Background: an optimization exercise with open tools, aiming at small area. Do not read the settings as production practice. Function was checked by simulation only, so behaviour that the tests miss may differ from the original. No activity file was given, so power comes from the tool's default toggle rates.

$ cat flow/run.sh
#!/bin/bash
# synth_recipe.tcl (not shown) runs the flow's synth.tcl, then flattens the netlist and writes it again
# the make line also repeats each setting of config.mk as NAME=value (left out here)
make -C /OpenROAD-flow-scripts/flow DESIGN_CONFIG=/design/flow/config.mk WORK_HOME=/design/flow/orfs CLKGATE_MAP_FILE= SYNTH_SCRIPT=/design/flow/synth_recipe.tcl finish
$ cat flow/config.mk
export PLATFORM = sky130hd
export DESIGN_NAME = cad_top
export DESIGN_NICKNAME = cad_top
export VERILOG_FILES = /design/flow/design.v
export SDC_FILE = /design/flow/constraint.sdc
export NUM_CORES = 4
export LEC_CHECK = 0
export ABC_AREA = 1
export CAP_MARGIN = 20
export CORE_MARGIN = 2
export CORE_UTILIZATION = 70
export CTS_CLUSTER_DIAMETER = 60
export CTS_CLUSTER_SIZE = 30
export PLACE_DENSITY = 0.8
export SLEW_MARGIN = 20
$ cat flow/constraint.sdc
create_clock -name core_clock -period 12.0 [get_ports {clk}]
set_input_delay 2.4000 -clock core_clock [delete_from_list [all_inputs] [get_ports {clk}]]
set_output_delay 2.4000 -clock core_clock [all_outputs]
set_load 0.01 [all_outputs]
$ cat flow/design.v
package cad_pkg;
  localparam int DATA_W = 8;
  localparam int PROD_W = 16;
  localparam int ACC_W = 20;
  localparam int KER_SIDE = 5;
  localparam int KER_TAPS = KER_SIDE * KER_SIDE;
  localparam int POOL_SIDE = 2;
  typedef logic signed [DATA_W-1:0] data_t;
  typedef logic signed [ACC_W-1:0] acc_t;
endpackage
`timescale 1ns/10ps
module cad_top #(
  parameter int IMG_SIDE = 8,
  parameter int IMG_COUNT = 2,
  parameter int KER_COUNT = 2,
  localparam int IMG_IDX_W = (IMG_COUNT > 1) ? $clog2(IMG_COUNT) : 1,
  localparam int KER_IDX_W = (KER_COUNT > 1) ? $clog2(KER_COUNT) : 1
) (
  input  logic                 clk,
  input  logic                 rst_n,
  input  logic                 i_in_valid,
  input  cad_pkg::data_t       i_matrix,
  input  logic                 i_start,
  input  logic [IMG_IDX_W-1:0] i_img_idx,
  input  logic [KER_IDX_W-1:0] i_ker_idx,
  output logic                 o_busy,
  output logic                 o_out_valid,
  output logic                 o_out_value
);
  logic [511:0] img0;
  logic [511:0] img1;
  logic [199:0] ker0;
  logic [199:0] ker1;
  logic [7:0] img0_tail;
  logic [7:0] img1_tail;
  logic [7:0] ker0_tail;
  logic [7:0] ker1_tail;
  assign img0_tail = img0[511:504];
  assign img1_tail = img1[511:504];
  assign ker0_tail = ker0[199:192];
  assign ker1_tail = ker1[199:192];
  logic       busy;
  logic       comp;      
  logic       img_sel;
  logic       ker_sel;
  logic [1:0] wseg;      
  logic [5:0] woff;      
  logic [5:0] rpos;      
  logic [4:0] kpos;      
  logic [4:0] outi;      
  logic       run;       
  logic [1:0] gap;       
  logic       cmp;
  logic       out_valid;
  logic signed [19:0] acc;
  logic [20:0] mx;        
  logic wr;
  logic [5:0] rpos_init;
  logic [4:0] kpos_init;
  logic [4:0] kpos_goal;
  logic [6:0] sched;
  logic start_out;
  logic mac;
  logic img_step;
  logic ker_step;
  logic row_end;
  logic signed [7:0] pix;
  logic signed [7:0] kval;
  assign wr = i_in_valid && !busy;
  assign rpos_init = (wseg == {1'b0, img_sel}) ? woff : 6'd0;
  assign kpos_init = (wseg == {1'b1, ker_sel}) ? woff[4:0] : 5'd0;
  assign kpos_goal = outi[4] ? kpos_init : 5'd0;
  always_comb begin
    case (outi[3:0])
      4'd0:  sched = {1'b0, 6'd0};    
      4'd1:  sched = {1'b1, 6'd39};   
      4'd2:  sched = {1'b1, 6'd31};   
      4'd3:  sched = {1'b0, 6'd8};    
      4'd4:  sched = {1'b0, 6'd2};    
      4'd5:  sched = {1'b1, 6'd41};   
      4'd6:  sched = {1'b1, 6'd33};   
      4'd7:  sched = {1'b0, 6'd10};   
      4'd8:  sched = {1'b1, 6'd47};   
      4'd9:  sched = {1'b0, 6'd25};   
      4'd10: sched = {1'b0, 6'd16};   
      4'd11: sched = {1'b1, 6'd54};   
      4'd12: sched = {1'b0, 6'd27};   
      4'd13: sched = {1'b0, 6'd19};   
      4'd14: sched = {1'b1, 6'd56};   
      default: sched = {1'b1, 6'd48};   
    endcase
  end
  assign start_out = comp && !outi[4] && !run && kpos == 5'd0 && rpos == sched[5:0];
  assign mac = (run && gap == 2'd0) || start_out;
  assign img_step = comp && !(outi[4] && rpos == rpos_init);
  assign ker_step = mac || (comp && !run && kpos != kpos_goal);
  assign row_end = (kpos == 5'd4) || (kpos == 5'd9) || (kpos == 5'd14) || (kpos == 5'd19);
  logic pol;
  logic wr_q;
  logic [7:0] wdata_q;
  logic en_i0, en_i1, en_k0, en_k1;
  logic en_i0_n, en_i1_n, en_k0_n, en_k1_n;
  logic [7:0] head_i0, head_i1, head_k0, head_k1;
  always_ff @(posedge clk or negedge rst_n) begin
    if (!rst_n) pol <= 1'b0;
    else pol <= ~pol;
  end
  always_ff @(posedge clk) begin
    wr_q <= wr;
    wdata_q <= i_matrix;
    en_i0 <= (wr && wseg == 2'd0) || img_step;
    en_i1 <= (wr && wseg == 2'd1) || img_step;
    en_k0 <= (wr && wseg == 2'd2) || ker_step;
    en_k1 <= (wr && wseg == 2'd3) || ker_step;
    en_i0_n <= !((wr && wseg == 2'd0) || img_step);
    en_i1_n <= !((wr && wseg == 2'd1) || img_step);
    en_k0_n <= !((wr && wseg == 2'd2) || ker_step);
    en_k1_n <= !((wr && wseg == 2'd3) || ker_step);
  end
  assign head_i0 = wr_q ? (wdata_q ^ {8{pol}}) : img0_tail;
  assign head_i1 = wr_q ? (wdata_q ^ {8{pol}}) : img1_tail;
  assign head_k0 = wr_q ? (wdata_q ^ {8{pol}}) : ker0_tail;
  assign head_k1 = wr_q ? (wdata_q ^ {8{pol}}) : ker1_tail;
  always_ff @(posedge clk) begin
    img0 <= ~(({512{en_i0_n}} | {img0[503:0], head_i0}) & ({512{en_i0}} | img0));
    img1 <= ~(({512{en_i1_n}} | {img1[503:0], head_i1}) & ({512{en_i1}} | img1));
    ker0 <= ~(({200{en_k0_n}} | {ker0[191:0], head_k0}) & ({200{en_k0}} | ker0));
    ker1 <= ~(({200{en_k1_n}} | {ker1[191:0], head_k1}) & ({200{en_k1}} | ker1));
  end
  always_ff @(posedge clk or negedge rst_n) begin
    if (!rst_n) begin
      wseg <= 2'd0;
      woff <= 6'd0;
    end else if (wr) begin
      if (woff == (wseg[1] ? 6'd24 : 6'd63)) begin
        woff <= 6'd0;
        wseg <= wseg + 2'd1;
      end else begin
        woff <= woff + 6'd1;
      end
    end
  end
  logic mac_q;
  logic tap_q;
  logic first_q;
  logic cmp_q;
  always_ff @(posedge clk) begin
    mac_q <= mac;
    tap_q <= sched[6];
    first_q <= (kpos == 5'd0);
  end
  always_comb begin
    case ({img_sel, tap_q})
      2'b00: pix = img0[511:504];
      2'b01: pix = img0[239:232];
      2'b10: pix = img1[511:504];
      default: pix = img1[239:232];
    endcase
    pix = pix ^ {8{pol}};
    if (!mac_q) pix = 8'sd0;
  end
  assign kval = (ker_sel ? ker1_tail : ker0_tail) ^ {8{pol}};
  localparam logic [19:0] BW_K = 20'hF8100;
  localparam logic [19:0] ACC_START = 20'(37 * BW_K);
  logic [19:0] acc_fb;
  logic [19:0] acc_nxt;
  assign acc_fb = first_q ? ACC_START : acc;
  logic pp_0_0, pp_0_1, pp_0_2, pp_0_3, pp_0_4, pp_0_5, pp_0_6, pp_0_7, pp_1_0, pp_1_1, pp_1_2, pp_1_3, pp_1_4, pp_1_5, pp_1_6, pp_1_7, pp_2_0, pp_2_1, pp_2_2, pp_2_3, pp_2_4, pp_2_5, pp_2_6, pp_2_7, pp_3_0, pp_3_1, pp_3_2, pp_3_3, pp_3_4, pp_3_5, pp_3_6, pp_3_7, pp_4_0, pp_4_1, pp_4_2, pp_4_3, pp_4_4, pp_4_5, pp_4_6, pp_4_7, pp_5_0, pp_5_1, pp_5_2, pp_5_3, pp_5_4, pp_5_5, pp_5_6, pp_5_7, pp_6_0, pp_6_1, pp_6_2, pp_6_3, pp_6_4, pp_6_5, pp_6_6, pp_6_7, pp_7_0, pp_7_1, pp_7_2, pp_7_3, pp_7_4, pp_7_5, pp_7_6, pp_7_7, hs1, hc2, fs3, fc4, hs5, hc6, fs7, fc8, fs9, fc10, hs11, hc12, fs13, fc14, fs15, fc16, hs17, hc18, fs19, fc20, fs21, fc22, fs23, fc24, hs25, hc26, fs27, fc28, hs29, hc30, fs31, fc32, fs33, fc34, fs35, fc36, fs37, fc38, fs39, fc40, fs41, fc42, fs43, fc44, fs45, fc46, fs47, fc48, fs49, fc50, fs51, fc52, fs53, fc54, fs55, fc56, fs57, fc58, fs59, fc60, hs61, hc62, fs63, fc64, fs65, fc66, fs67, fc68, fs69, fc70, fs71, fc72, fs73, fc74, fs75, fc76, fs77, fc78, fs79, fc80, fs81, fc82, fs83, fc84, hs85, hc86, fs87, fc88, fs89, fc90, fs91, fc92, fs93, fc94, fs95, fc96, fs97, fc98, fs99, fc100, fs101, fc102, fs103, fc104, fs105, fc106, fs107, fc108, fs109, fc110, fs111, fc112, hs113, hc114, fs115, fc116, fs117, fc118, fs119, fc120, fs121, fc122, fs123, fc124, fs125, fc126, fs127, fc128, fs129, fc130, fs131, fc132, fs133, fc134, fs135, fc136, fs137, fc138, fs139, fc140, fs141, fc142, fs143, fc144, hs145, hc146, hs147, hc148, hs149, hc150, hs151, hc152;
  assign pp_0_0 = (pix[0] & kval[0]);
  assign pp_0_1 = (pix[0] & kval[1]);
  assign pp_0_2 = (pix[0] & kval[2]);
  assign pp_0_3 = (pix[0] & kval[3]);
  assign pp_0_4 = (pix[0] & kval[4]);
  assign pp_0_5 = (pix[0] & kval[5]);
  assign pp_0_6 = (pix[0] & kval[6]);
  assign pp_0_7 = ~(pix[0] & kval[7]);
  assign pp_1_0 = (pix[1] & kval[0]);
  assign pp_1_1 = (pix[1] & kval[1]);
  assign pp_1_2 = (pix[1] & kval[2]);
  assign pp_1_3 = (pix[1] & kval[3]);
  assign pp_1_4 = (pix[1] & kval[4]);
  assign pp_1_5 = (pix[1] & kval[5]);
  assign pp_1_6 = (pix[1] & kval[6]);
  assign pp_1_7 = ~(pix[1] & kval[7]);
  assign pp_2_0 = (pix[2] & kval[0]);
  assign pp_2_1 = (pix[2] & kval[1]);
  assign pp_2_2 = (pix[2] & kval[2]);
  assign pp_2_3 = (pix[2] & kval[3]);
  assign pp_2_4 = (pix[2] & kval[4]);
  assign pp_2_5 = (pix[2] & kval[5]);
  assign pp_2_6 = (pix[2] & kval[6]);
  assign pp_2_7 = ~(pix[2] & kval[7]);
  assign pp_3_0 = (pix[3] & kval[0]);
  assign pp_3_1 = (pix[3] & kval[1]);
  assign pp_3_2 = (pix[3] & kval[2]);
  assign pp_3_3 = (pix[3] & kval[3]);
  assign pp_3_4 = (pix[3] & kval[4]);
  assign pp_3_5 = (pix[3] & kval[5]);
  assign pp_3_6 = (pix[3] & kval[6]);
  assign pp_3_7 = ~(pix[3] & kval[7]);
  assign pp_4_0 = (pix[4] & kval[0]);
  assign pp_4_1 = (pix[4] & kval[1]);
  assign pp_4_2 = (pix[4] & kval[2]);
  assign pp_4_3 = (pix[4] & kval[3]);
  assign pp_4_4 = (pix[4] & kval[4]);
  assign pp_4_5 = (pix[4] & kval[5]);
  assign pp_4_6 = (pix[4] & kval[6]);
  assign pp_4_7 = ~(pix[4] & kval[7]);
  assign pp_5_0 = (pix[5] & kval[0]);
  assign pp_5_1 = (pix[5] & kval[1]);
  assign pp_5_2 = (pix[5] & kval[2]);
  assign pp_5_3 = (pix[5] & kval[3]);
  assign pp_5_4 = (pix[5] & kval[4]);
  assign pp_5_5 = (pix[5] & kval[5]);
  assign pp_5_6 = (pix[5] & kval[6]);
  assign pp_5_7 = ~(pix[5] & kval[7]);
  assign pp_6_0 = (pix[6] & kval[0]);
  assign pp_6_1 = (pix[6] & kval[1]);
  assign pp_6_2 = (pix[6] & kval[2]);
  assign pp_6_3 = (pix[6] & kval[3]);
  assign pp_6_4 = (pix[6] & kval[4]);
  assign pp_6_5 = (pix[6] & kval[5]);
  assign pp_6_6 = (pix[6] & kval[6]);
  assign pp_6_7 = ~(pix[6] & kval[7]);
  assign pp_7_0 = ~(pix[7] & kval[0]);
  assign pp_7_1 = ~(pix[7] & kval[1]);
  assign pp_7_2 = ~(pix[7] & kval[2]);
  assign pp_7_3 = ~(pix[7] & kval[3]);
  assign pp_7_4 = ~(pix[7] & kval[4]);
  assign pp_7_5 = ~(pix[7] & kval[5]);
  assign pp_7_6 = ~(pix[7] & kval[6]);
  assign pp_7_7 = (pix[7] & kval[7]);
  assign hs1 = pp_0_5 ^ pp_1_4;
  assign hc2 = pp_0_5 & pp_1_4;
  assign fs3 = pp_0_6 ^ pp_1_5 ^ pp_2_4;
  assign fc4 = (pp_0_6 & pp_1_5) | (pp_0_6 & pp_2_4) | (pp_1_5 & pp_2_4);
  assign hs5 = pp_3_3 ^ pp_4_2;
  assign hc6 = pp_3_3 & pp_4_2;
  assign fs7 = pp_0_7 ^ pp_1_6 ^ pp_2_5;
  assign fc8 = (pp_0_7 & pp_1_6) | (pp_0_7 & pp_2_5) | (pp_1_6 & pp_2_5);
  assign fs9 = pp_3_4 ^ pp_4_3 ^ pp_5_2;
  assign fc10 = (pp_3_4 & pp_4_3) | (pp_3_4 & pp_5_2) | (pp_4_3 & pp_5_2);
  assign hs11 = pp_6_1 ^ pp_7_0;
  assign hc12 = pp_6_1 & pp_7_0;
  assign fs13 = pp_1_7 ^ pp_2_6 ^ pp_3_5;
  assign fc14 = (pp_1_7 & pp_2_6) | (pp_1_7 & pp_3_5) | (pp_2_6 & pp_3_5);
  assign fs15 = pp_4_4 ^ pp_5_3 ^ pp_6_2;
  assign fc16 = (pp_4_4 & pp_5_3) | (pp_4_4 & pp_6_2) | (pp_5_3 & pp_6_2);
  assign hs17 = pp_7_1 ^ acc_fb[8];
  assign hc18 = pp_7_1 & acc_fb[8];
  assign fs19 = pp_2_7 ^ pp_3_6 ^ pp_4_5;
  assign fc20 = (pp_2_7 & pp_3_6) | (pp_2_7 & pp_4_5) | (pp_3_6 & pp_4_5);
  assign fs21 = pp_5_4 ^ pp_6_3 ^ pp_7_2;
  assign fc22 = (pp_5_4 & pp_6_3) | (pp_5_4 & pp_7_2) | (pp_6_3 & pp_7_2);
  assign fs23 = pp_3_7 ^ pp_4_6 ^ pp_5_5;
  assign fc24 = (pp_3_7 & pp_4_6) | (pp_3_7 & pp_5_5) | (pp_4_6 & pp_5_5);
  assign hs25 = pp_0_3 ^ pp_1_2;
  assign hc26 = pp_0_3 & pp_1_2;
  assign fs27 = pp_0_4 ^ pp_1_3 ^ pp_2_2;
  assign fc28 = (pp_0_4 & pp_1_3) | (pp_0_4 & pp_2_2) | (pp_1_3 & pp_2_2);
  assign hs29 = pp_3_1 ^ pp_4_0;
  assign hc30 = pp_3_1 & pp_4_0;
  assign fs31 = pp_2_3 ^ pp_3_2 ^ pp_4_1;
  assign fc32 = (pp_2_3 & pp_3_2) | (pp_2_3 & pp_4_1) | (pp_3_2 & pp_4_1);
  assign fs33 = pp_5_0 ^ acc_fb[5] ^ hs1;
  assign fc34 = (pp_5_0 & acc_fb[5]) | (pp_5_0 & hs1) | (acc_fb[5] & hs1);
  assign fs35 = pp_5_1 ^ pp_6_0 ^ acc_fb[6];
  assign fc36 = (pp_5_1 & pp_6_0) | (pp_5_1 & acc_fb[6]) | (pp_6_0 & acc_fb[6]);
  assign fs37 = fs3 ^ hs5 ^ hc2;
  assign fc38 = (fs3 & hs5) | (fs3 & hc2) | (hs5 & hc2);
  assign fs39 = acc_fb[7] ^ fs7 ^ fs9;
  assign fc40 = (acc_fb[7] & fs7) | (acc_fb[7] & fs9) | (fs7 & fs9);
  assign fs41 = hs11 ^ fc4 ^ hc6;
  assign fc42 = (hs11 & fc4) | (hs11 & hc6) | (fc4 & hc6);
  assign fs43 = fs13 ^ fs15 ^ hs17;
  assign fc44 = (fs13 & fs15) | (fs13 & hs17) | (fs15 & hs17);
  assign fs45 = fc8 ^ fc10 ^ hc12;
  assign fc46 = (fc8 & fc10) | (fc8 & hc12) | (fc10 & hc12);
  assign fs47 = acc_fb[9] ^ fs19 ^ fs21;
  assign fc48 = (acc_fb[9] & fs19) | (acc_fb[9] & fs21) | (fs19 & fs21);
  assign fs49 = fc14 ^ fc16 ^ hc18;
  assign fc50 = (fc14 & fc16) | (fc14 & hc18) | (fc16 & hc18);
  assign fs51 = pp_6_4 ^ pp_7_3 ^ acc_fb[10];
  assign fc52 = (pp_6_4 & pp_7_3) | (pp_6_4 & acc_fb[10]) | (pp_7_3 & acc_fb[10]);
  assign fs53 = fs23 ^ fc20 ^ fc22;
  assign fc54 = (fs23 & fc20) | (fs23 & fc22) | (fc20 & fc22);
  assign fs55 = pp_4_7 ^ pp_5_6 ^ pp_6_5;
  assign fc56 = (pp_4_7 & pp_5_6) | (pp_4_7 & pp_6_5) | (pp_5_6 & pp_6_5);
  assign fs57 = pp_7_4 ^ acc_fb[11] ^ fc24;
  assign fc58 = (pp_7_4 & acc_fb[11]) | (pp_7_4 & fc24) | (acc_fb[11] & fc24);
  assign fs59 = pp_5_7 ^ pp_6_6 ^ pp_7_5;
  assign fc60 = (pp_5_7 & pp_6_6) | (pp_5_7 & pp_7_5) | (pp_6_6 & pp_7_5);
  assign hs61 = pp_0_2 ^ pp_1_1;
  assign hc62 = pp_0_2 & pp_1_1;
  assign fs63 = pp_2_1 ^ pp_3_0 ^ acc_fb[3];
  assign fc64 = (pp_2_1 & pp_3_0) | (pp_2_1 & acc_fb[3]) | (pp_3_0 & acc_fb[3]);
  assign fs65 = acc_fb[4] ^ fs27 ^ hs29;
  assign fc66 = (acc_fb[4] & fs27) | (acc_fb[4] & hs29) | (fs27 & hs29);
  assign fs67 = fs31 ^ fs33 ^ fc28;
  assign fc68 = (fs31 & fs33) | (fs31 & fc28) | (fs33 & fc28);
  assign fs69 = fs35 ^ fs37 ^ fc32;
  assign fc70 = (fs35 & fs37) | (fs35 & fc32) | (fs37 & fc32);
  assign fs71 = fs39 ^ fs41 ^ fc36;
  assign fc72 = (fs39 & fs41) | (fs39 & fc36) | (fs41 & fc36);
  assign fs73 = fs43 ^ fs45 ^ fc40;
  assign fc74 = (fs43 & fs45) | (fs43 & fc40) | (fs45 & fc40);
  assign fs75 = fs47 ^ fs49 ^ fc44;
  assign fc76 = (fs47 & fs49) | (fs47 & fc44) | (fs49 & fc44);
  assign fs77 = fs51 ^ fs53 ^ fc48;
  assign fc78 = (fs51 & fs53) | (fs51 & fc48) | (fs53 & fc48);
  assign fs79 = fs55 ^ fs57 ^ fc52;
  assign fc80 = (fs55 & fs57) | (fs55 & fc52) | (fs57 & fc52);
  assign fs81 = acc_fb[12] ^ fs59 ^ fc56;
  assign fc82 = (acc_fb[12] & fs59) | (acc_fb[12] & fc56) | (fs59 & fc56);
  assign fs83 = pp_6_7 ^ pp_7_6 ^ acc_fb[13];
  assign fc84 = (pp_6_7 & pp_7_6) | (pp_6_7 & acc_fb[13]) | (pp_7_6 & acc_fb[13]);
  assign hs85 = pp_0_1 ^ pp_1_0;
  assign hc86 = pp_0_1 & pp_1_0;
  assign fs87 = pp_2_0 ^ acc_fb[2] ^ hs61;
  assign fc88 = (pp_2_0 & acc_fb[2]) | (pp_2_0 & hs61) | (acc_fb[2] & hs61);
  assign fs89 = hs25 ^ fs63 ^ hc62;
  assign fc90 = (hs25 & fs63) | (hs25 & hc62) | (fs63 & hc62);
  assign fs91 = hc26 ^ fs65 ^ fc64;
  assign fc92 = (hc26 & fs65) | (hc26 & fc64) | (fs65 & fc64);
  assign fs93 = hc30 ^ fs67 ^ fc66;
  assign fc94 = (hc30 & fs67) | (hc30 & fc66) | (fs67 & fc66);
  assign fs95 = fc34 ^ fs69 ^ fc68;
  assign fc96 = (fc34 & fs69) | (fc34 & fc68) | (fs69 & fc68);
  assign fs97 = fc38 ^ fs71 ^ fc70;
  assign fc98 = (fc38 & fs71) | (fc38 & fc70) | (fs71 & fc70);
  assign fs99 = fc42 ^ fs73 ^ fc72;
  assign fc100 = (fc42 & fs73) | (fc42 & fc72) | (fs73 & fc72);
  assign fs101 = fc46 ^ fs75 ^ fc74;
  assign fc102 = (fc46 & fs75) | (fc46 & fc74) | (fs75 & fc74);
  assign fs103 = fc50 ^ fs77 ^ fc76;
  assign fc104 = (fc50 & fs77) | (fc50 & fc76) | (fs77 & fc76);
  assign fs105 = fc54 ^ fs79 ^ fc78;
  assign fc106 = (fc54 & fs79) | (fc54 & fc78) | (fs79 & fc78);
  assign fs107 = fc58 ^ fs81 ^ fc80;
  assign fc108 = (fc58 & fs81) | (fc58 & fc80) | (fs81 & fc80);
  assign fs109 = fc60 ^ fs83 ^ fc82;
  assign fc110 = (fc60 & fs83) | (fc60 & fc82) | (fs83 & fc82);
  assign fs111 = pp_7_7 ^ acc_fb[14] ^ fc84;
  assign fc112 = (pp_7_7 & acc_fb[14]) | (pp_7_7 & fc84) | (acc_fb[14] & fc84);
  assign hs113 = pp_0_0 ^ acc_fb[0];
  assign hc114 = pp_0_0 & acc_fb[0];
  assign fs115 = acc_fb[1] ^ hs85 ^ hc114;
  assign fc116 = (acc_fb[1] & hs85) | (acc_fb[1] & hc114) | (hs85 & hc114);
  assign fs117 = fs87 ^ hc86 ^ fc116;
  assign fc118 = (fs87 & hc86) | (fs87 & fc116) | (hc86 & fc116);
  assign fs119 = fs89 ^ fc88 ^ fc118;
  assign fc120 = (fs89 & fc88) | (fs89 & fc118) | (fc88 & fc118);
  assign fs121 = fs91 ^ fc90 ^ fc120;
  assign fc122 = (fs91 & fc90) | (fs91 & fc120) | (fc90 & fc120);
  assign fs123 = fs93 ^ fc92 ^ fc122;
  assign fc124 = (fs93 & fc92) | (fs93 & fc122) | (fc92 & fc122);
  assign fs125 = fs95 ^ fc94 ^ fc124;
  assign fc126 = (fs95 & fc94) | (fs95 & fc124) | (fc94 & fc124);
  assign fs127 = fs97 ^ fc96 ^ fc126;
  assign fc128 = (fs97 & fc96) | (fs97 & fc126) | (fc96 & fc126);
  assign fs129 = fs99 ^ fc98 ^ fc128;
  assign fc130 = (fs99 & fc98) | (fs99 & fc128) | (fc98 & fc128);
  assign fs131 = fs101 ^ fc100 ^ fc130;
  assign fc132 = (fs101 & fc100) | (fs101 & fc130) | (fc100 & fc130);
  assign fs133 = fs103 ^ fc102 ^ fc132;
  assign fc134 = (fs103 & fc102) | (fs103 & fc132) | (fc102 & fc132);
  assign fs135 = fs105 ^ fc104 ^ fc134;
  assign fc136 = (fs105 & fc104) | (fs105 & fc134) | (fc104 & fc134);
  assign fs137 = fs107 ^ fc106 ^ fc136;
  assign fc138 = (fs107 & fc106) | (fs107 & fc136) | (fc106 & fc136);
  assign fs139 = fs109 ^ fc108 ^ fc138;
  assign fc140 = (fs109 & fc108) | (fs109 & fc138) | (fc108 & fc138);
  assign fs141 = fs111 ^ fc110 ^ fc140;
  assign fc142 = (fs111 & fc110) | (fs111 & fc140) | (fc110 & fc140);
  assign fs143 = acc_fb[15] ^ fc112 ^ fc142;
  assign fc144 = (acc_fb[15] & fc112) | (acc_fb[15] & fc142) | (fc112 & fc142);
  assign hs145 = acc_fb[16] ^ fc144;
  assign hc146 = acc_fb[16] & fc144;
  assign hs147 = acc_fb[17] ^ hc146;
  assign hc148 = acc_fb[17] & hc146;
  assign hs149 = acc_fb[18] ^ hc148;
  assign hc150 = acc_fb[18] & hc148;
  assign hs151 = acc_fb[19] ^ hc150;
  assign hc152 = acc_fb[19] & hc150;
  assign acc_nxt = {hs151, hs149, hs147, hs145, fs143, fs141, fs139, fs137, fs135, fs133, fs131, fs129, fs127, fs125, fs123, fs121, fs119, fs117, fs115, hs113};
  always_ff @(posedge clk) begin
    acc <= acc_nxt;
  end
  always_ff @(posedge clk or negedge rst_n) begin
    if (!rst_n) begin
      busy <= 1'b0;
      comp <= 1'b0;
      outi <= 5'd0;
      run <= 1'b0;
      gap <= 2'd0;
      cmp <= 1'b0;
      cmp_q <= 1'b0;
    end else begin
      cmp <= 1'b0;
      cmp_q <= cmp;
      if (!busy) begin
        if (i_start) begin
          busy <= 1'b1;
          outi <= 5'd0;
          run <= 1'b0;
          gap <= 2'd0;
        end
      end else if (!comp) begin
        comp <= 1'b1;
      end else begin
        if (mac) begin
          if (kpos == 5'd24) begin
            run <= 1'b0;
            outi <= outi + 5'd1;
            cmp <= 1'b1;
          end else begin
            run <= 1'b1;
            if (row_end) gap <= 2'd3;
          end
        end else if (gap != 2'd0) begin
          gap <= gap - 2'd1;
        end
        if (outi[4] && !img_step && kpos == kpos_init && !cmp && !cmp_q
            && (!out_valid || mx_last)) begin
          busy <= 1'b0;
          comp <= 1'b0;
        end
      end
    end
  end
  always_ff @(posedge clk) begin
    if (!busy && i_start) begin
      img_sel <= i_img_idx;
      ker_sel <= i_ker_idx;
    end
    if (busy && !comp) begin
      rpos <= rpos_init;
      kpos <= kpos_init;
    end else begin
      if (img_step) rpos <= rpos + 6'd1;
      if (ker_step) kpos <= (kpos == 5'd24) ? 5'd0 : kpos + 5'd1;
    end
  end
  logic mx_last;
  assign mx_last = (mx[20:2] == 19'd0) && mx[1];
  logic acc_gt;
  always_comb begin
    acc_gt = 1'b0;
    for (int i = 0; i < 19; i++) begin
      acc_gt = (acc[i] & ~mx[i]) | (~(acc[i] ^ mx[i]) & acc_gt);
    end
    acc_gt = (~acc[19] & mx[19]) | (~(acc[19] ^ mx[19]) & acc_gt);
  end
  always_ff @(posedge clk) begin
    if (cmp_q && (outi[1:0] == 2'd1 || acc_gt)) begin
      mx <= {1'b1, acc};
    end else if (out_valid) begin
      mx <= {1'b0, mx[20:1]};
    end
  end
  always_ff @(posedge clk or negedge rst_n) begin
    if (!rst_n) begin
      out_valid <= 1'b0;
    end else if (cmp_q && outi[1:0] == 2'd0) begin
      out_valid <= 1'b1;
    end else if (out_valid && mx_last) begin
      out_valid <= 1'b0;
    end
  end
  assign o_busy = busy;
  assign o_out_valid = out_valid;
  assign o_out_value = mx[0];
endmodule
==> metrics.yaml, run 1 <==
drc: 0
synth_cell_types: 38
seq_area_um2: 30900
ys.flop_type: "dfxtp_1"
critical_path_arrival_ns: 10.49
wl_met2_mm: 36.1
avgViaCountPerCell: 6.15
route.met3.wl_mm: 2.68
die_y_um: 261
post-route-cell-area_um2: 48700
wire_per_inst_um: 16.9
portBuffers: 16
antenna_found_initial: 0
grt_overflow_total: 0
max_freq_ghz: 0.100
grt_pass1_wl_mm: 133
setup_ws_ns: 2.03
cts_resized: 0
clock_latency_ns: 0.65
status: "complete, no violations"
peakVddDrop_mv: 0.240
hold_viol_final: 0
worst_pin_slew_ns: 1.09
slew_violations: 0
synth_edf_count: 33
holdBufCountCts: 0
tns_ns: 0
post_cts_buffers: 0
yosys_warnings: 1
path_common_cell: "fa_1"
synthCells: 4139
relSlewSlack_pct: 27.3
top_layer: "met4"
syn_area_um2: 46300
pre_cts_ws_ns: 2.04
endpoint_kind: "flip-flop"
dpl.cell_count: 4695
required_ns: 12.52
drv_cap: 0
finalCriticalPeriod_ns: 9.97
power-per-cell-area_nw_per_um2: 228
dr.pass1.iters: 5
gp_congestion: 0.842
hp-class: "reg -> reg"
yosysSeqAreaShare_pct: 66.7
cts_buffers: 70
root_buffer: "clkbuf_16"
io_pins: 17
place_area_um2: 46400
layout-drive-gt1-share_pct: 3.93
multi_input_area_um2: 13300
cpMaxStageDelayCell: "edfxtp_1"
instances_no_fill: 4809
cts.path.max_buffers: 3
dieWidth_um: 261
ys_async_sr_fraction_pct: 1.45
critPathMaxStageDelay_ns: 0.55
finalCritPeriodShare_pct: 83.1
grt_pass1_vias: 26600
via_count: 29600
cts.htree.levels: 3
finalSetupViolations: 0
final_antenna_net_count: 0
hpwl_mm: 49.2
start_kind: "flip-flop"
setup.worst_path.class: "reg -> reg"
p_leak_nw: 19.2
routed_wirelength_mm: 81.1
fin_skew_ns: 0.0412
start_util_pct: 70.5
final_nets: 4028
area_growth_pct: 5.24
rows: 94
wl_met1_mm: 40.6
fill_cells: 4444
rsz0062_at_grt: "false"
core_um2: 65600
die-area_um2: 68200
initialDrtViolationCount: 2061
grt_max_degree: 290
crit_family: "adder cells"
syn_area_per_cell_um2: 11.2
synth_fp_nets: 4262
cts_sinks: 1520
critPathMaxFanout: 11
cp_num_buf_inv: 4
grt_use_total_pct: 23.2
ys_ff_latch: 1520
cts_tree: "built"
path_clk_slew_ns: 0.09
-- power breakdown --
part / internal, mW / switching [mW]
clock: 1.17 / 1.58
combinational: 0.822 / 1.01
sequential: 5.93 / 0.605
-- routing by layer --
layer  vias to the layer above  global-route usage [%]
li1                      14900                       -
met1                     14100                    35.4
met2                       379                    35.1
met3                       107                    3.16
met4                         0                    6.03
met5                         -                       0
-- Yosys cell counts (33+ instances only) --
cell | instances | area share (%)
dfxtp_1 | 1465 | 63
fa_1 | 63 | 2.7
nor2_1 | 134 | 1.1
o21ai_0 | 40 | 0.43
edfxtp_1 | 33 | 2.1
o22ai_1 | 1395 | 19
nand3_1 | 59 | 0.64
ha_1 | 46 | 1.2
o32ai_1 | 33 | 0.62
nand2_1 | 187 | 1.5
clkbuf_1 | 333 | 2.7
inv_1 | 209 | 1.7
-- final timing paths --
check / startpoint / end / slack [ns] / cells past startpoint
worst max register to register: img_sel$_DFFE_PP_ / acc[19]$_DFF_P_ / 2.03 / 30
worst min register to register: cmp$_DFF_PN0_ / cmp_q$_DFF_PN0_ / 0.38 / 0
max in group asynchronous: rst_n / outi[1]$_DFFE_PN0P_ / 9.55 / 2
min in group asynchronous: rst_n / wseg[0]$_DFFE_PN0P_ / 2.15 / 2
worst max-delay path: img_sel$_DFFE_PP_ / acc[19]$_DFF_P_ / 2.03 / 30
worst min-delay path: cmp$_DFF_PN0_ / cmp_q$_DFF_PN0_ / 0.38 / 0
-- cells by family after synthesis --
group	after synthesis	share of synthesized area, %
buf+inv	557	4.58
compound gates	1510	20.5
simple gates	415	3.69
fa+ha+maj	109	3.97
xor+xnor	28	0.530
flops	1520	66.7
-- stage by stage --
step	util [%]	power, mW	hold WS [ns]
2_1_floorplan	-	7.94	0.355
3_3_place_gp	70.7	8.33	0.361
3_5_place_dp	70.7	8.47	0.367
4_1_cts	74.1	11.2	0.378
5_1_grt	74.2	11.8	0.389
6_report	74.2	11.1	0.378
-- registers in the layout, summed over array words and instances (netlist names), 2 cells and up --
signal and cells:
kpos 5, ker0 200, mx 21, gap 2
img0 512, ker1 200, img1 512, woff 6
rpos 6, wseg 2, acc 20, wdata_q 8
outi 5
-- cells in the final DEF (no fill, tap or decap), types with 22 or more instances in the layout --
cell / count
clkbuf_16: 70
ha_1: 46
nor2_1: 134
xor2_1: 23
o32ai_1: 33
o21ai_0: 40
edfxtp_1: 33
o22ai_1: 1395
inv_1: 209
nand2_1: 187
nand3_1: 59
dfrtp_1: 22
dfxtp_1: 1457
fa_1: 63
-- worst reg2reg max path: cells and delay by family, from the launching register on --
kind / cells / cell delay, ns
AOI/OAI and AO/OA: 2 / 0.27
xor gates and xnor gates: 1 / 0.12
adders and majority gates: 18 / 7.39
buffers and inverters: 4 / 0.56
and+or+nand+nor: 5 / 0.97
DFF: 1 / 0.55
-- layout make-up --
class / instances / share of cell area [%]
sequential: 1520 / 63.4
antenna: 1 / 0.00514
tap: 864 / 2.22
timing repair buffer: 38 / 0.820
clock buffer: 77 / 3.71
multi-input combinational: 2062 / 27.3
inverter: 213 / 1.64
clock inverter: 34 / 0.868
==> run 2: changes to the inputs <==
--- a/flow/config.mk
+++ b/flow/config.mk
@@ -10,6 +10,6 @@
 export CORE_MARGIN = 2
 export CORE_UTILIZATION = 70
-export CTS_CLUSTER_DIAMETER = 60
-export CTS_CLUSTER_SIZE = 30
+export CTS_CLUSTER_DIAMETER = 80
+export CTS_CLUSTER_SIZE = 25
 export PLACE_DENSITY = 0.8
 export SLEW_MARGIN = 20
==> run 2 against run 1 <==
Utilization is 0.38 points lower. Register-to-register slack better by 0.03 ns. Still clean. Clock skew shrank 0.018 ns. Critical path type unchanged.
==> metrics.yaml, run 2 <==
status: "complete, no violations"
drc: 0
largestRegisters: "img0: 512 flops, img1: 512 flops"
reg2reg_depth: 30
final_core_util_pct: 73.8
r2r_start: "img_sel$_DFFE_PP_"
synth_cell_types: 38
slew_violations: 0
syn_area_um2: 46300
clock_latency_ns: 0.64
cts_resized: 0
start_util_pct: 70.5
cts_tree: "built"
grt_overflow_total: 0
startpoint: "img_sel$_DFFE_PP_"
io_pins: 17
grt_use_total_pct: 23.4
core_um2: 65600
finalSetupViolations: 0
synth_top_cell_area_share_pct: 63.4
final_antenna_net_count: 0
max_freq_ghz: 0.101
hold_viol_final: 0
post_cts_buffers: 0
fin_skew_ns: 0.0233
hpwl_mm: 49.2
required_ns: 12.54
grt_max_degree: 290
cts.htree.levels: 3
synth_most_common_cell: "dfxtp_1"
worst_pin_slew_ns: 1.10
post-route-cell-area_um2: 48500
synth_common_cells: "dfxtp_1 (1465), o22ai_1 (1395), clkbuf_1 (333)"
routed_wirelength_mm: 81.9
place_area_um2: 46400
ys.flop_type: "dfxtp_1"
ys_async_sr_fraction_pct: 1.45
grt_pass1_wl_mm: 133
layout_common_cells: "dfxtp_1 (1457), o22ai_1 (1395), inv_1 (209)"
critical_path_arrival_ns: 10.48
yosysSeqAreaShare_pct: 66.7
finalCriticalPeriod_ns: 9.94
final_nets: 4029
endpoint_kind: "flip-flop"
rsz0062_at_grt: "false"
path_common_cell: "fa_1"
power-per-cell-area_nw_per_um2: 226
critPathMaxStageDelay_ns: 0.55
cts.path.max_buffers: 3
critPathMaxFanout: 11
synth_edf_count: 33
die_y_um: 261
initialDrtViolationCount: 2160
relSlewSlack_pct: 26.8
setup.worst_path.class: "reg -> reg"
holdBufCountCts: 0
wire_per_inst_um: 17.1
dieWidth_um: 261
p_leak_nw: 19.1
finalCritPeriodShare_pct: 82.8
dr.pass1.iters: 6
rows: 94
die-area_um2: 68200
start_kind: "flip-flop"
dpl.cell_count: 4695
tns_ns: 0
gp_congestion: 0.842
drv_cap: 0
min-delay-start: "cmp$_DFF_PN0_"
yosys_warnings: 1
worstHoldPathCells: 0
grt_pass1_vias: 26600
cts_buffers: 71
synthCells: 4139
final_common_cell: "dfxtp_1"
hold_slack_ns: 0.377
path_clk_slew_ns: 0.10
ys_ff_latch: 1520
pre_cts_ws_ns: 2.04
area_growth_pct: 4.70
peakVddDrop_mv: 0.194
synth_fp_nets: 4262
synth_area_leader_cell: "dfxtp_1"
layout-drive-gt1-share_pct: 3.31
hp-class: "reg -> reg"
setup_ws_ns: 2.06
instances_no_fill: 4789
root_buffer: "clkbuf_16"
cpMaxStageDelayCell: "edfxtp_1"
antenna_found_initial: 0
synth.area.top_cells: "dfxtp_1 (63%), o22ai_1 (19%), fa_1 (2.7%)"
portBuffers: 16
cts_sinks: 1520
power_mw: 11.0
via_count: 29500
syn_area_per_cell_um2: 11.2
fill_cells: 4463
avgViaCountPerCell: 6.16
run 2: cell counts after synthesis:
Identical to the previous run, type by type.
run 2: path summary, 6_finish.rpt:
check                                       to  slack (ns)
setup / recovery               acc[19]$_DFF_P_        2.06
hold / removal                 cmp_q$_DFF_PN0_        0.38
setup reg to reg               acc[19]$_DFF_P_        2.06
hold reg to reg                cmp_q$_DFF_PN0_        0.38
max in group asynchronous  outi[4]$_DFFE_PN0P_        9.57
min in group asynchronous  woff[1]$_DFFE_PN0P_        2.16
run 2: layout make-up:
class / instances / area, um2 / share of cell area, %
Antenna cell: 1 / 2.50 / 0.00516
Clock buffer: 86 / 1910 / 3.94
Clock inverter: 5 / 70.1 / 0.145
Inverter: 213 / 800 / 1.65
Multi-Input combinational cell: 2062 / 13300 / 27.4
Sequential cell: 1520 / 30900 / 63.8
Tap cell: 864 / 1080 / 2.23
Timing Repair Buffer: 38 / 407 / 0.839
run 2: cells by family after synthesis:
family	Yosys count	synth area share [%]
AO/OA/AOI/OAI	1510	20.5
flip-flops	1520	66.7
buffers and inverters	557	4.58
adder cells (fa/ha/maj)	109	3.97
XOR/XNOR	28	0.530
AND/OR/NAND/NOR	415	3.69
run 2: worst max-delay path, delay by kind of cell (launching register included):
kind	cells	cell delay [ns]
compound gates	2	0.26
xor+xnor	1	0.12
fa+ha+maj	18	7.40
buf+inv	4	0.56
flops	1	0.55
simple gates	5	0.93
run 2: power by group:
part	switching, mW	internal [mW]	total (mW)
clock	1.47	1.14	2.61
sequential	0.606	5.93	6.53
combinational	1.01	0.823	1.83
run 2: per-layer routing:
layer  wire length, um  vias up  global-route usage, %
met5                 0        -                      0
met4              1920        0                   6.41
met3              2560      115                   3.17
met2             36800      378                   35.3
met1             40600    14100                   35.6
li1                  -    14900                      -
==> run 3: changes to the inputs <==
--- a/flow/design.v
+++ b/flow/design.v
@@ -97,8 +97,8 @@
   assign row_end = (kpos == 5'd4) || (kpos == 5'd9) || (kpos == 5'd14) || (kpos == 5'd19);
   logic pol;
-  logic wr_q;
-  logic [7:0] wdata_q;
+  logic img_rot, img_rot_n, ker_rot, ker_rot_n;
   logic en_i0, en_i1, en_k0, en_k1;
   logic en_i0_n, en_i1_n, en_k0_n, en_k1_n;
+  logic [7:0] wdata;
   logic [7:0] head_i0, head_i1, head_k0, head_k1;
   always_ff @(posedge clk or negedge rst_n) begin
@@ -107,19 +107,22 @@
   end
   always_ff @(posedge clk) begin
-    wr_q <= wr;
-    wdata_q <= i_matrix;
-    en_i0 <= (wr && wseg == 2'd0) || img_step;
-    en_i1 <= (wr && wseg == 2'd1) || img_step;
-    en_k0 <= (wr && wseg == 2'd2) || ker_step;
-    en_k1 <= (wr && wseg == 2'd3) || ker_step;
-    en_i0_n <= !((wr && wseg == 2'd0) || img_step);
-    en_i1_n <= !((wr && wseg == 2'd1) || img_step);
-    en_k0_n <= !((wr && wseg == 2'd2) || ker_step);
-    en_k1_n <= !((wr && wseg == 2'd3) || ker_step);
+    img_rot <= img_step;
+    img_rot_n <= !img_step;
+    ker_rot <= ker_step;
+    ker_rot_n <= !ker_step;
   end
-  assign head_i0 = wr_q ? (wdata_q ^ {8{pol}}) : img0_tail;
-  assign head_i1 = wr_q ? (wdata_q ^ {8{pol}}) : img1_tail;
-  assign head_k0 = wr_q ? (wdata_q ^ {8{pol}}) : ker0_tail;
-  assign head_k1 = wr_q ? (wdata_q ^ {8{pol}}) : ker1_tail;
+  assign en_i0 = (wr && wseg == 2'd0) || img_rot;
+  assign en_i1 = (wr && wseg == 2'd1) || img_rot;
+  assign en_k0 = (wr && wseg == 2'd2) || ker_rot;
+  assign en_k1 = (wr && wseg == 2'd3) || ker_rot;
+  assign en_i0_n = !(wr && wseg == 2'd0) && img_rot_n;
+  assign en_i1_n = !(wr && wseg == 2'd1) && img_rot_n;
+  assign en_k0_n = !(wr && wseg == 2'd2) && ker_rot_n;
+  assign en_k1_n = !(wr && wseg == 2'd3) && ker_rot_n;
+  assign wdata = i_matrix ^ {8{pol}};
+  assign head_i0 = wr ? wdata : img0_tail;
+  assign head_i1 = wr ? wdata : img1_tail;
+  assign head_k0 = wr ? wdata : ker0_tail;
+  assign head_k1 = wr ? wdata : ker1_tail;
   always_ff @(posedge clk) begin
     img0 <= ~(({512{en_i0_n}} | {img0[503:0], head_i0}) & ({512{en_i0}} | img0));
--- a/flow/config.mk
+++ b/flow/config.mk
@@ -7,5 +7,5 @@
 export LEC_CHECK = 0
 export ABC_AREA = 1
-export CAP_MARGIN = 20
+export CAP_MARGIN = 0
 export CORE_MARGIN = 2
 export CORE_UTILIZATION = 70
@@ -13,3 +13,3 @@
 export CTS_CLUSTER_SIZE = 25
 export PLACE_DENSITY = 0.8
-export SLEW_MARGIN = 20
+export SLEW_MARGIN = 0
==> run 3 against run 2 <==
Routed wire length is 1.9% lower. Utilization rose by 0.48 points. Die area down 0.78%. Count of clock-buffer cells in the layout decreased by 6. Maximum frequency is 0.96% higher. Synthesized cell count decreased by 0.68%. Clock skew increased by 0.0061 ns. Clock power is essentially flat. Combinational power up 39%. Cell count decreased by 0.65%. Synthesized area is 0.79% lower. Via count down 0.67%. Largest cell class unchanged.
==> metrics.yaml, run 3 <==
syn_area_um2: 45900
via_count: 29300
finalCriticalPeriod_ns: 9.84
max_freq_ghz: 0.102
start_util_pct: 71.0
gp_congestion: 0.861
cts_tree: "built"
dr.pass1.iters: 5
status: "complete, no violations"
ys_async_sr_fraction_pct: 1.46
final_antenna_net_count: 0
n_antenna_cell: 0
path_clk_slew_ns: 0.10
pre_cts_ws_ns: 2.10
ys.flop_type: "dfxtp_1"
critical_path_arrival_ns: 10.39
finalSetupViolations: 0
routed_wirelength_mm: 80.3
synth_area_leader_cell: "dfxtp_1"
portBuffers: 16
relSlewSlack_pct: 26.4
power-per-cell-area_nw_per_um2: 240
cts.path.max_buffers: 3
slew_violations: 0
synth_common_cells: "dfxtp_1 (1452), o22ai_1 (1428), clkbuf_1 (291)"
cts_sinks: 1507
synth_cell_types: 38
layout-drive-gt1-share_pct: 3.25
endpoint_kind: "flip-flop"
holdBufCountCts: 0
yosysSeqAreaShare_pct: 66.7
grt_pass1_vias: 26800
final_common_cell: "dfxtp_1"
grt_max_degree: 278
io_pins: 17
grt_overflow_total: 0
hold_slack_ns: 0.386
synth_top_cell_area_share_pct: 63.3
area_growth_pct: 4.72
hpwl_mm: 48.4
grt_use_total_pct: 23.4
root_buffer: "clkbuf_16"
synth.area.top_cells: "dfxtp_1 (63%), o22ai_1 (19%), fa_1 (2.7%)"
dpl.cell_count: 4668
tns_ns: 0
critPathMaxFanout: 25
required_ns: 12.54
antenna_found_initial: 3
finalCritPeriodShare_pct: 82.0
worst_pin_slew_ns: 1.10
hp-class: "reg -> reg"
rsz0062_at_grt: "false"
peakVddDrop_mv: 0.190
rows: 93
fin_skew_ns: 0.0295
post_cts_buffers: 0
die_y_um: 260
largestRegisters: "img0: 512 flops, img1: 512 flops"
cts.htree.levels: 3
synth_fp_nets: 4234
ys_ff_latch: 1507
final_nets: 4009
initialDrtViolationCount: 2277
syn_area_per_cell_um2: 11.2
clock_latency_ns: 0.65
die-area_um2: 67600
synth_edf_count: 33
p_leak_nw: 19.0
setup_ws_ns: 2.16
grt_pass1_wl_mm: 133
hold_viol_final: 0
layout_common_cells: "dfxtp_1 (1452), o22ai_1 (1428), nand2_1 (231)"
power_mw: 11.5
dieWidth_um: 260
cts_buffers: 71
wire_per_inst_um: 16.9
start_kind: "flip-flop"
drv_cap: 0
yosys_warnings: 1
instances_no_fill: 4758
setup.worst_path.class: "reg -> reg"
core_um2: 64700
drc: 0
cts_resized: 0
synthCells: 4111
avgViaCountPerCell: 6.16
synth_most_common_cell: "dfxtp_1"
-- run 3: changes by cell type in the layout (fill, tap and decap cells not counted), moves of 9 or more --
cell,delta
nor2_1,-38
o21ai_0,+18
o32ai_1,-32
nand3_1,-13
nand2_1,+44
a21oi_1,-9
inv_1,-19
o22ai_1,+33
-- run 3: through the flow --
| step | utilization, % | area (um2) |
|---|---|---|
| after CTS | 74.3 | 48100 |
| final | 74.3 | 48100 |
| after detailed placement | 71.2 | 46100 |
| after global routing | 74.3 | 48100 |
| after global placement | 71.2 | 46100 |
| after floorplan | - | 45900 |
-- run 3: worst paths after layout --
check | start | to | slack (ns) | cells after the start
min in group asynchronous | rst_n | wseg[0]$_DFFE_PN0P_ | 2.12 | 2
worst max register to register | pol$_DFF_PN0_ | acc[19]$_DFF_P_ | 2.16 | 25
worst max-delay path | pol$_DFF_PN0_ | acc[19]$_DFF_P_ | 2.16 | 25
worst min register to register | cmp$_DFF_PN0_ | cmp_q$_DFF_PN0_ | 0.39 | 0
max in group asynchronous | rst_n | woff[1]$_DFFE_PN0P_ | 9.61 | 2
worst min-delay path | cmp$_DFF_PN0_ | cmp_q$_DFF_PN0_ | 0.39 | 0
-- run 3: worst max-delay path, stage by stage (launching register included) --
cell     delay [ns]
dfrtp_1        0.55
inv_1          0.63
xor2_1         0.40
or2_2          0.40
fa_1           0.57
inv_1          0.07
fa_1           0.50
inv_1          0.05
fa_1           0.51
fa_1           0.17
inv_1          0.06
fa_1           0.44
fa_1           0.46
fa_1           0.46
fa_1           0.50
fa_1           0.47
fa_1           0.46
fa_1           0.46
fa_1           0.46
fa_1           0.47
fa_1           0.48
fa_1           0.44
ha_1           0.21
ha_1           0.20
ha_1           0.20
xnor2_1        0.12
-- run 3: kinds of logic (layout without fill, tap and decap cells) --
group | count (synthesis) | count (layout) | synth area share [%]
fa+ha+maj | 109 | 109 | 4.00
simple gates | 413 | 413 | 3.69
compound gates | 1519 | 1519 | 20.6
buf+inv | 528 | 320 | 4.37
xor+xnor | 35 | 35 | 0.668
flops | 1507 | 1507 | 66.7
-- run 3: layout make-up --
| cell class | instances | area, um2 |
|---|---|---|
| Timing Repair Buffer | 33 | 325 |
| Fill cell | 4414 | 16600 |
| Clock inverter | 10 | 134 |
| Multi-Input combinational cell | 2076 | 13300 |
| Inverter | 197 | 759 |
| Clock buffer | 80 | 1850 |
| Tap cell | 855 | 1070 |
| Sequential cell | 1507 | 30600 |
-- run 3: routing by layer --
metal  wire (um)  global-route usage, %
met1       39500                   35.0
met2       36300                   35.9
met3        2750                   3.30
met4        1780                   6.38
met5          35                      0
-- run 3: power by group --
group	switching, mW	internal [mW]	leakage (nW)
registers	0.490	5.90	13.6
clock network	1.48	1.12	0.970
logic	1.40	1.14	4.53
total	3.37	8.16	19.0
==> run 4: changes to the inputs <==
--- a/flow/config.mk
+++ b/flow/config.mk
@@ -7,5 +7,5 @@
 export LEC_CHECK = 0
 export ABC_AREA = 1
-export CAP_MARGIN = 0
+export CAP_MARGIN = 20
 export CORE_MARGIN = 2
 export CORE_UTILIZATION = 70
@@ -13,3 +13,3 @@
 export CTS_CLUSTER_SIZE = 25
 export PLACE_DENSITY = 0.8
-export SLEW_MARGIN = 0
+export SLEW_MARGIN = 20
==> run 4 against run 3 <==
Still clean. Non-clock buffer count did not move. Clock skew did not move. Synthesized cell count did not move. Utilization did not move. Cell count did not move. Register-to-register slack barely moved. Clock power barely moved. Synthesized area did not move. Hold slack did not move. Global-route usage did not move. Critical endpoint unchanged. Largest power group unchanged.
==> metrics.yaml, run 4 <==
status: "complete, no violations"
reg2reg_setup_slack_ns: 2.16
worst_pin_slew_ns: 1.10
grt_pass1_wl_mm: 133
fin_skew_ns: 0.0295
final_common_cell: "dfxtp_1"
hp-class: "reg -> reg"
cts.path.max_buffers: 3
yosys_warnings: 1
n_antenna_cell: 0
slew_violations: 0
setup.worst_path.class: "reg -> reg"
reg2reg_depth: 25
via_count: 29300
finalSetupViolations: 0
r2r-end: "acc[19]$_DFF_P_"
required_ns: 12.54
synth_common_cells: "dfxtp_1 (1452), o22ai_1 (1428), clkbuf_1 (291)"
drv_cap: 0
grt_use_total_pct: 23.4
hold_viol_final: 0
cts_resized: 0
grt_overflow_total: 0
pre_cts_ws_ns: 2.10
holdBufCountCts: 0
antenna_found_initial: 3
power_mw: 11.5
synth_top_cell_area_share_pct: 63.3
gp_congestion: 0.861
area_growth_pct: 4.72
grt_max_degree: 278
path_clk_slew_ns: 0.10
r2r_start: "pol$_DFF_PN0_"
finalCriticalPeriod_ns: 9.84
drc: 0
hold_slack_ns: 0.386
setup_ws_ns: 2.16
rows: 93
peakVddDrop_mv: 0.190
holdPathEnd: "cmp_q$_DFF_PN0_"
rsz0062_at_grt: "false"
worstHoldPathCells: 0
clock_latency_ns: 0.65
seq_area_um2: 30600
cts.htree.levels: 3
endpoint_kind: "flip-flop"
final_nets: 4009
die_y_um: 260
dieWidth_um: 260
grt_pass1_vias: 26800
layout_common_cells: "dfxtp_1 (1452), o22ai_1 (1428), nand2_1 (231)"
syn_area_per_cell_um2: 11.2
syn_area_um2: 45900
critPathMaxFanout: 25
post_cts_buffers: 0
critical_path_arrival_ns: 10.39
die-area_um2: 67600
max_freq_ghz: 0.102
ys.flop_type: "dfxtp_1"
synthCells: 4111
fill_cells: 4414
synth_fp_nets: 4234
synth.area.top_cells: "dfxtp_1 (63%), o22ai_1 (19%), fa_1 (2.7%)"
initialDrtViolationCount: 2277
wire_per_inst_um: 16.9
synth_most_common_cell: "dfxtp_1"
finalCritPeriodShare_pct: 82.0
cts_sinks: 1507
io_pins: 17
p_leak_nw: 19.0
multi_input_area_um2: 13300
cts_buffers: 71
yosysSeqAreaShare_pct: 66.7
synth_cell_types: 38
synth_area_leader_cell: "dfxtp_1"
power-per-cell-area_nw_per_um2: 240
ys_async_sr_fraction_pct: 1.46
portBuffers: 16
cts_tree: "built"
routed_wirelength_mm: 80.3
root_buffer: "clkbuf_16"
ys_ff_latch: 1507
layout-drive-gt1-share_pct: 3.25
hpwl_mm: 48.4
tns_ns: 0
final_antenna_net_count: 0
dr.pass1.iters: 5
largestRegisters: "img0: 512 flops, img1: 512 flops"
avgViaCountPerCell: 6.16
core_um2: 64700
start_util_pct: 71.0
start_kind: "flip-flop"
min-delay-start: "cmp$_DFF_PN0_"
synth_edf_count: 33
relSlewSlack_pct: 26.4
## run 4: cell counts in the layout (fill, tap and decap cells not counted)
No cell type changed its count.
## run 4: area by class of cell
type | count | area share [%]
clock buffers | 80 | 3.85
clock inverters | 10 | 0.278
inverters | 197 | 1.58
multi-input cells | 2076 | 27.7
flip-flops and latches | 1507 | 63.7
well taps | 855 | 2.23
repair buffers | 33 | 0.677
## run 4: worst max-delay path by stage
stage | slack, ns | endpoint | startpoint
after detailed placement | 2.10 | acc[19]$_DFF_P_ | pol$_DFF_PN0_
after global routing | 1.72 | acc[19]$_DFF_P_ | pol$_DFF_PN0_
after global placement | 2.25 | acc[19]$_DFF_P_ | pol$_DFF_PN0_
final | 2.16 | acc[19]$_DFF_P_ | pol$_DFF_PN0_
after floorplan | 2.80 | acc[19]$_DFF_P_ | pol$_DFF_PN0_
after CTS | 2.07 | acc[19]$_DFF_P_ | pol$_DFF_PN0_
## run 4: where the power goes
part	internal, mW	switching [mW]	total (mW)
clock	1.12	1.48	2.60
combinational	1.14	1.40	2.54
sequential	5.90	0.490	6.39
## run 4: kinds of logic (layout without fill, tap and decap cells)
group	count (synthesis)	in the layout	share of synthesized area [%]
adder cells (fa/ha/maj)	109	109	4.00
XOR/XNOR	35	35	0.668
buffers and inverters	528	320	4.37
flip-flops	1507	1507	66.7
AND/OR/NAND/NOR	413	413	3.69
AO/OA/AOI/OAI	1519	1519	20.6
## run 4: layer usage
metal / share of wire, % / routed length (um) / track usage, %
met5: 0.044 / 35 / 0
met3: 3.4 / 2750 / 3.30
met4: 2.2 / 1780 / 6.38
met1: 49 / 39500 / 35.0
met2: 45 / 36300 / 35.9
## run 4: stage by stage
stage,util (%),instances,instance area [um2]
after floorplan,-,4111,45900
after global placement,71.2,4668,46100
after detailed placement,71.2,4668,46100
after CTS,74.3,4758,48100
after global routing,74.3,4758,48100
final,74.3,4758,48100
## run 4: worst max-delay path: stages (launching register included)
cell and delay (ns):
dfrtp_1 0.55, inv_1 0.63, xor2_1 0.40, or2_2 0.40
fa_1 0.57, inv_1 0.07, fa_1 0.50, inv_1 0.05
fa_1 0.51, fa_1 0.17, inv_1 0.06, fa_1 0.44
fa_1 0.46, fa_1 0.46, fa_1 0.50, fa_1 0.47
fa_1 0.46, fa_1 0.46, fa_1 0.46, fa_1 0.47
fa_1 0.48, fa_1 0.44, ha_1 0.21, ha_1 0.20
ha_1 0.20, xnor2_1 0.12
==> run 5: changes to the inputs <==
--- a/flow/config.mk
+++ b/flow/config.mk
@@ -12,4 +12,6 @@
 export CTS_CLUSTER_DIAMETER = 80
 export CTS_CLUSTER_SIZE = 25
+export GPL_ROUTABILITY_DRIVEN = 0
+export GPL_TIMING_DRIVEN = 0
 export PLACE_DENSITY = 0.8
 export SLEW_MARGIN = 20
==> run 5 against run 4 <==
Global-route usage grew 2.5 points. Count of clock-buffer cells in the layout fell by 5. Maximum frequency shrank 3.2%. Utilization rose by 1.5 points. Total power increased by 0.32%. Highest routed layer is now met4. Critical path type unchanged. Largest cell class unchanged. Still clean. Synthesized area unchanged. Setup slack worse by 0.33 ns.
==> metrics.yaml, run 5 <==
start_kind: "flip-flop"
max_freq_ghz: 0.0983
peakVddDrop_mv: 0.245
required_ns: 12.55
finalCritPeriodShare_pct: 84.8
cts.path.max_buffers: 3
critPathMaxStageDelay_ns: 0.59
p_leak_nw: 19.3
path_common_cell: "fa_1"
cts.htree.levels: 3
synth_common_cells: "dfxtp_1 (1452), o22ai_1 (1428), clkbuf_1 (291)"
crit_family: "adder cells"
cpMaxStageDelayCell: "fa_1"
grt_max_degree: 27
fin_skew_ns: 0.0260
fill_cells: 4318
largestRegisters: "img0: 512 flops, img1: 512 flops"
clock_latency_ns: 0.65
finalSetupViolations: 0
final_nets: 4322
yosysSeqAreaShare_pct: 66.7
wire_per_inst_um: 17.5
synth_top_cell_area_share_pct: 63.3
area_growth_pct: 6.82
synth_cell_types: 38
min-delay-start: "cmp$_DFF_PN0_"
drc: 0
critical_path_arrival_ns: 10.73
setup.worst_path.class: "reg -> reg"
avgViaCountPerCell: 6.20
slew_violations: 0
synth_fp_nets: 4234
core_um2: 64700
multi_input_area_um2: 13300
cts_buffers: 70
power-per-cell-area_nw_per_um2: 236
final_common_cell: "dfxtp_1"
ys_ff_latch: 1507
critPathMaxFanout: 10
tns_ns: 0
grt_pass1_wl_mm: 146
yosys_warnings: 1
synth_area_leader_cell: "dfxtp_1"
startpoint: "img_sel$_DFFE_PP_"
relSlewSlack_pct: 44.4
synthCells: 4111
cp_num_buf_inv: 4
syn_area_um2: 45900
r2r_start: "img_sel$_DFFE_PP_"
layout-drive-gt1-share_pct: 2.52
n_antenna_cell: 0
rsz0062_at_grt: "false"
worst_pin_slew_ns: 0.832
io_pins: 17
final_antenna_net_count: 0
cts_tree: "built"
seq_area_um2: 30600
cts_resized: 0
grt_overflow_total: 0
synth_edf_count: 33
grt_use_total_pct: 25.9
dr.pass1.iters: 7
finalCriticalPeriod_ns: 10.17
hpwl_mm: 60.1
hp-class: "reg -> reg"
die-area_um2: 67600
final_core_util_pct: 75.8
die_y_um: 260
post_cts_buffers: 0
ys.flop_type: "dfxtp_1"
routed_wirelength_mm: 88.4
endpoint_kind: "flip-flop"
drv_cap: 0
layout_common_cells: "dfxtp_1 (1452), o22ai_1 (1428), clkbuf_1 (295)"
cts_sinks: 1507
start_util_pct: 71.0
rows: 93
holdBufCountCts: 0
root_buffer: "clkbuf_16"
antenna_found_initial: 0
synth_most_common_cell: "dfxtp_1"
status: "complete, no violations"
path_clk_slew_ns: 0.10
syn_area_per_cell_um2: 11.2
dieWidth_um: 260
ys_async_sr_fraction_pct: 1.46
pre_cts_ws_ns: 1.91
portBuffers: 16
hold_viol_final: 0
grt_pass1_vias: 29900
via_count: 31400
setup_ws_ns: 1.83
synth.area.top_cells: "dfxtp_1 (63%), o22ai_1 (19%), fa_1 (2.7%)"
initialDrtViolationCount: 2399
[run 5: cell types whose count changed in the layout (fill, tap and decap cells not counted), sizes merged]
cell and change:
clkinv -4, clkinvlp +1, inv +2, clkbuf +286, clkdlybuf4s50 -1, buf +24
[run 5: stage by stage]
stage / hold slack [ns] / instance area (um2) / cells / total power, mW
2_1_floorplan: 0.355 / 45900 / 4111 / 8.35
3_3_place_gp: 0.359 / 47100 / 4982 / 8.88
3_5_place_dp: 0.372 / 47100 / 4982 / 9.09
4_1_cts: 0.391 / 49000 / 5066 / 11.6
5_1_grt: 0.406 / 49000 / 5066 / 12.3
6_report: 0.402 / 49000 / 5066 / 11.6
[run 5: cell families (layout without fill, tap and decap cells)]
family	count (synthesis)	count (layout)	synth area share, %
AOI/OAI and AO/OA	1519	1519	20.6
buffers and inverters	528	628	4.37
xor gates and xnor gates	35	35	0.668
DFF	1507	1507	66.7
adders and majority gates	109	109	4.00
and+or+nand+nor	413	413	3.69
[run 5: metal layers]
| layer | vias to the layer above | global-route usage [%] | wire [um] |
|---|---|---|---|
| li1 | 15400 | - | - |
| met5 | - | 0 | 0 |
| met2 | 621 | 42.9 | 42100 |
| met3 | 150 | 3.37 | 3930 |
| met1 | 15200 | 36.1 | 40500 |
| met4 | 0 | 7.10 | 1960 |
[run 5: area by class of cell]
| type | count | area share, % |
|---|---|---|
| clock inverter | 9 | 0.232 |
| clock buffer | 75 | 3.65 |
| buffer | 331 | 2.58 |
| timing repair buffer | 16 | 0.316 |
| multi-input combinational | 2076 | 27.1 |
| tap | 855 | 2.18 |
| inverter | 197 | 1.51 |
| sequential | 1507 | 62.4 |
[run 5: where the power goes]
part | internal [mW] | switching, mW | total, mW
Clock | 1.09 | 1.48 | 2.57
Sequential | 5.89 | 0.517 | 6.41
Combinational | 1.16 | 1.42 | 2.59
Total | 8.15 | 3.42 | 11.6
[run 5: path summary, 6_finish.rpt]
path	to	slack, ns	depth (start not counted)
setup / recovery	acc[19]$_DFF_P_	1.83	28
hold / removal	cmp_q$_DFF_PN0_	0.40	0
setup reg to reg	acc[19]$_DFF_P_	1.83	28
hold reg to reg	cmp_q$_DFF_PN0_	0.40	0
max in group asynchronous	pol$_DFF_PN0_	9.92	1
min in group asynchronous	gap[1]$_DFFE_PN0P_	1.72	1
==> run 6: changes to the inputs <==
--- a/flow/config.mk
+++ b/flow/config.mk
@@ -9,9 +9,7 @@
 export CAP_MARGIN = 20
 export CORE_MARGIN = 2
-export CORE_UTILIZATION = 70
+export CORE_UTILIZATION = 75
 export CTS_CLUSTER_DIAMETER = 80
 export CTS_CLUSTER_SIZE = 25
-export GPL_ROUTABILITY_DRIVEN = 0
-export GPL_TIMING_DRIVEN = 0
-export PLACE_DENSITY = 0.8
+export PLACE_DENSITY = 0.86
 export SLEW_MARGIN = 20
==> run 6 against run 5 <==
Sequential cell count stayed put. Sequential power barely moved. Largest cell class unchanged. Clock power barely moved. Cell count shrank 7.5%. Global-route usage rose by 0.73 points. Via count down 4.2%. Die area fell by 6.6%. Sequential share of layout area increased by 1.4 points. Critical path depth decreased by 4. Total power decreased by 0.86%. Still clean on timing, DRC and antenna. Count of clock-buffer cells in the layout rose by 5. Non-clock buffer count down 308.
==> metrics.yaml, run 6 <==
status: "complete, no violations"
synthCells: 4111
critical_path_arrival_ns: 10.29
start_kind: "flip-flop"
final_common_cell: "dfxtp_1"
io_pins: 17
start_util_pct: 75.9
synth_most_common_cell: "dfxtp_1"
cts_buffers: 70
yosysSeqAreaShare_pct: 66.7
cts_sinks: 1507
root_buffer: "clkbuf_16"
relSlewSlack_pct: 22.1
hold_viol_final: 0
dr.pass1.iters: 6
post_cts_buffers: 0
wire_per_inst_um: 18.3
initialDrtViolationCount: 2582
grt_max_degree: 272
path_clk_slew_ns: 0.10
internal-power_mw: 8.14
cts.htree.levels: 3
p_leak_nw: 19.0
ys_async_sr_fraction_pct: 1.46
cts_resized: 0
finalSetupViolations: 0
layout-drive-gt1-share_pct: 3.28
synth.area.top_cells: "dfxtp_1 (63%), o22ai_1 (19%), fa_1 (2.7%)"
critPathMaxFanout: 25
max_freq_ghz: 0.102
drv_cap: 0
layout_common_cells: "dfxtp_1 (1452), o22ai_1 (1428), nand2_1 (231)"
path_common_cell: "fa_1"
largestRegisters: "img0: 512 flops, img1: 512 flops"
crit_path_cell_trace: "inv_1 -> xor2_1 -> nor2_1 -> ha_1 -> fa_1 -> inv_1 -> fa_1 -> inv_1 -> fa_1 -> fa_1 -> fa_1 -> fa_1 -> fa_1 -> fa_1 -> fa_1 -> fa_1 -> fa_1 -> fa_1 -> fa_1 -> fa_1 -> ha_1 -> ha_1 -> ha_1 -> xnor2_1"
netSwitchingPower_mw: 3.33
peakVddDrop_mv: 0.244
hold_slack_ns: 0.399
portBuffers: 16
final_antenna_net_count: 0
hpwl_mm: 51.4
grt_use_met1_pct: 37.1
ys.flop_type: "dfxtp_1"
finalCriticalPeriod_ns: 9.77
synth_common_cells: "dfxtp_1 (1452), o22ai_1 (1428), clkbuf_1 (291)"
fill_cells: 3682
rsz0062_at_grt: "false"
hp-class: "reg -> reg"
required_ns: 12.52
cts_tree: "built"
dieWidth_um: 251
fin_skew_ns: 0.0185
rows: 90
antenna_found_initial: 1
synth_top_cell_area_share_pct: 63.3
endpoint_kind: "flip-flop"
seq_area_um2: 30600
pre_cts_ws_ns: 2.15
seq_power_share_pct: 55.7
power.share.switching_pct: 29.0
gp_congestion: 0.875
ys_ff_latch: 1507
tns_ns: 0
multi_input_area_um2: 13300
grt_pass1_vias: 28100
core_um2: 60500
setup_ws_ns: 2.23
synth_fp_nets: 4234
yosys_warnings: 1
worst_pin_slew_ns: 1.17
critPathMaxStageDelay_ns: 0.76
run 6: worst max-delay path, delay by kind of cell (launching register included):
kind / cells / cell delay (ns)
and+or+nand+nor: 1 / 0.12
buffers and inverters: 3 / 0.60
xor gates and xnor gates: 2 / 0.88
DFF: 1 / 0.64
adders and majority gates: 18 / 7.42
run 6: power groups by stage:
stage / registers (mW) / logic, mW / clock network (mW)
floorplan: 6.32 / 2.03 / 0
CTS: 6.39 / 2.55 / 2.61
global placement: 6.47 / 2.43 / 0
finish: 6.39 / 2.51 / 2.57
detailed placement: 6.49 / 2.54 / 0
global route: 6.48 / 2.91 / 2.79
run 6: area by class of cell:
type,instances,area share [%]
Inverter,197,1.58
Timing Repair Buffer,39,0.746
Clock buffer,80,3.86
Sequential cell,1507,63.8
Clock inverter,5,0.130
Multi-Input combinational cell,2076,27.8
Tap cell,782,2.04
run 6: cells by family after synthesis:
logic type               share of synthesized area [%]
AO/OA/AOI/OAI                                     20.6
XOR/XNOR                                         0.668
adder cells (fa/ha/maj)                           4.00
buffers and inverters                             4.37
flip-flops                                        66.7
AND/OR/NAND/NOR                                   3.69
run 6: routing by layer:
metal	wire (um)	up-vias
li1	-	14800
met1	38300	14500
met2	41500	659
met3	3890	150
met4	2220	2
met5	9	-
run 6: per-stage QoR:
stage	power, mW	area [um2]	cells
detailed placement	9.03	46000	4601
finish	11.5	47900	4686
floorplan	8.35	45900	4111
CTS	11.5	47900	4686
global placement	8.90	46000	4601
global route	12.2	47900	4686
run 6: worst paths after layout:
path	start	end	depth (start not counted)
min in group asynchronous	rst_n	outi[2]$_DFFE_PN0P_	2
setup reg to reg	pol$_DFF_PN0_	acc[19]$_DFF_P_	24
hold / removal	cmp$_DFF_PN0_	cmp_q$_DFF_PN0_	0
hold reg to reg	cmp$_DFF_PN0_	cmp_q$_DFF_PN0_	0
max in group asynchronous	rst_n	cmp$_DFF_PN0_	2
setup / recovery	pol$_DFF_PN0_	acc[19]$_DFF_P_	24

Setup slack of run 6, layout unchanged: 2.230 ns with ideal ports, 2.230 ns with driving cells assumed (clock clkbuf_16, inputs buf_2), 2.230 ns with port delays also shifted by the 0.686 ns mid clock arrival.
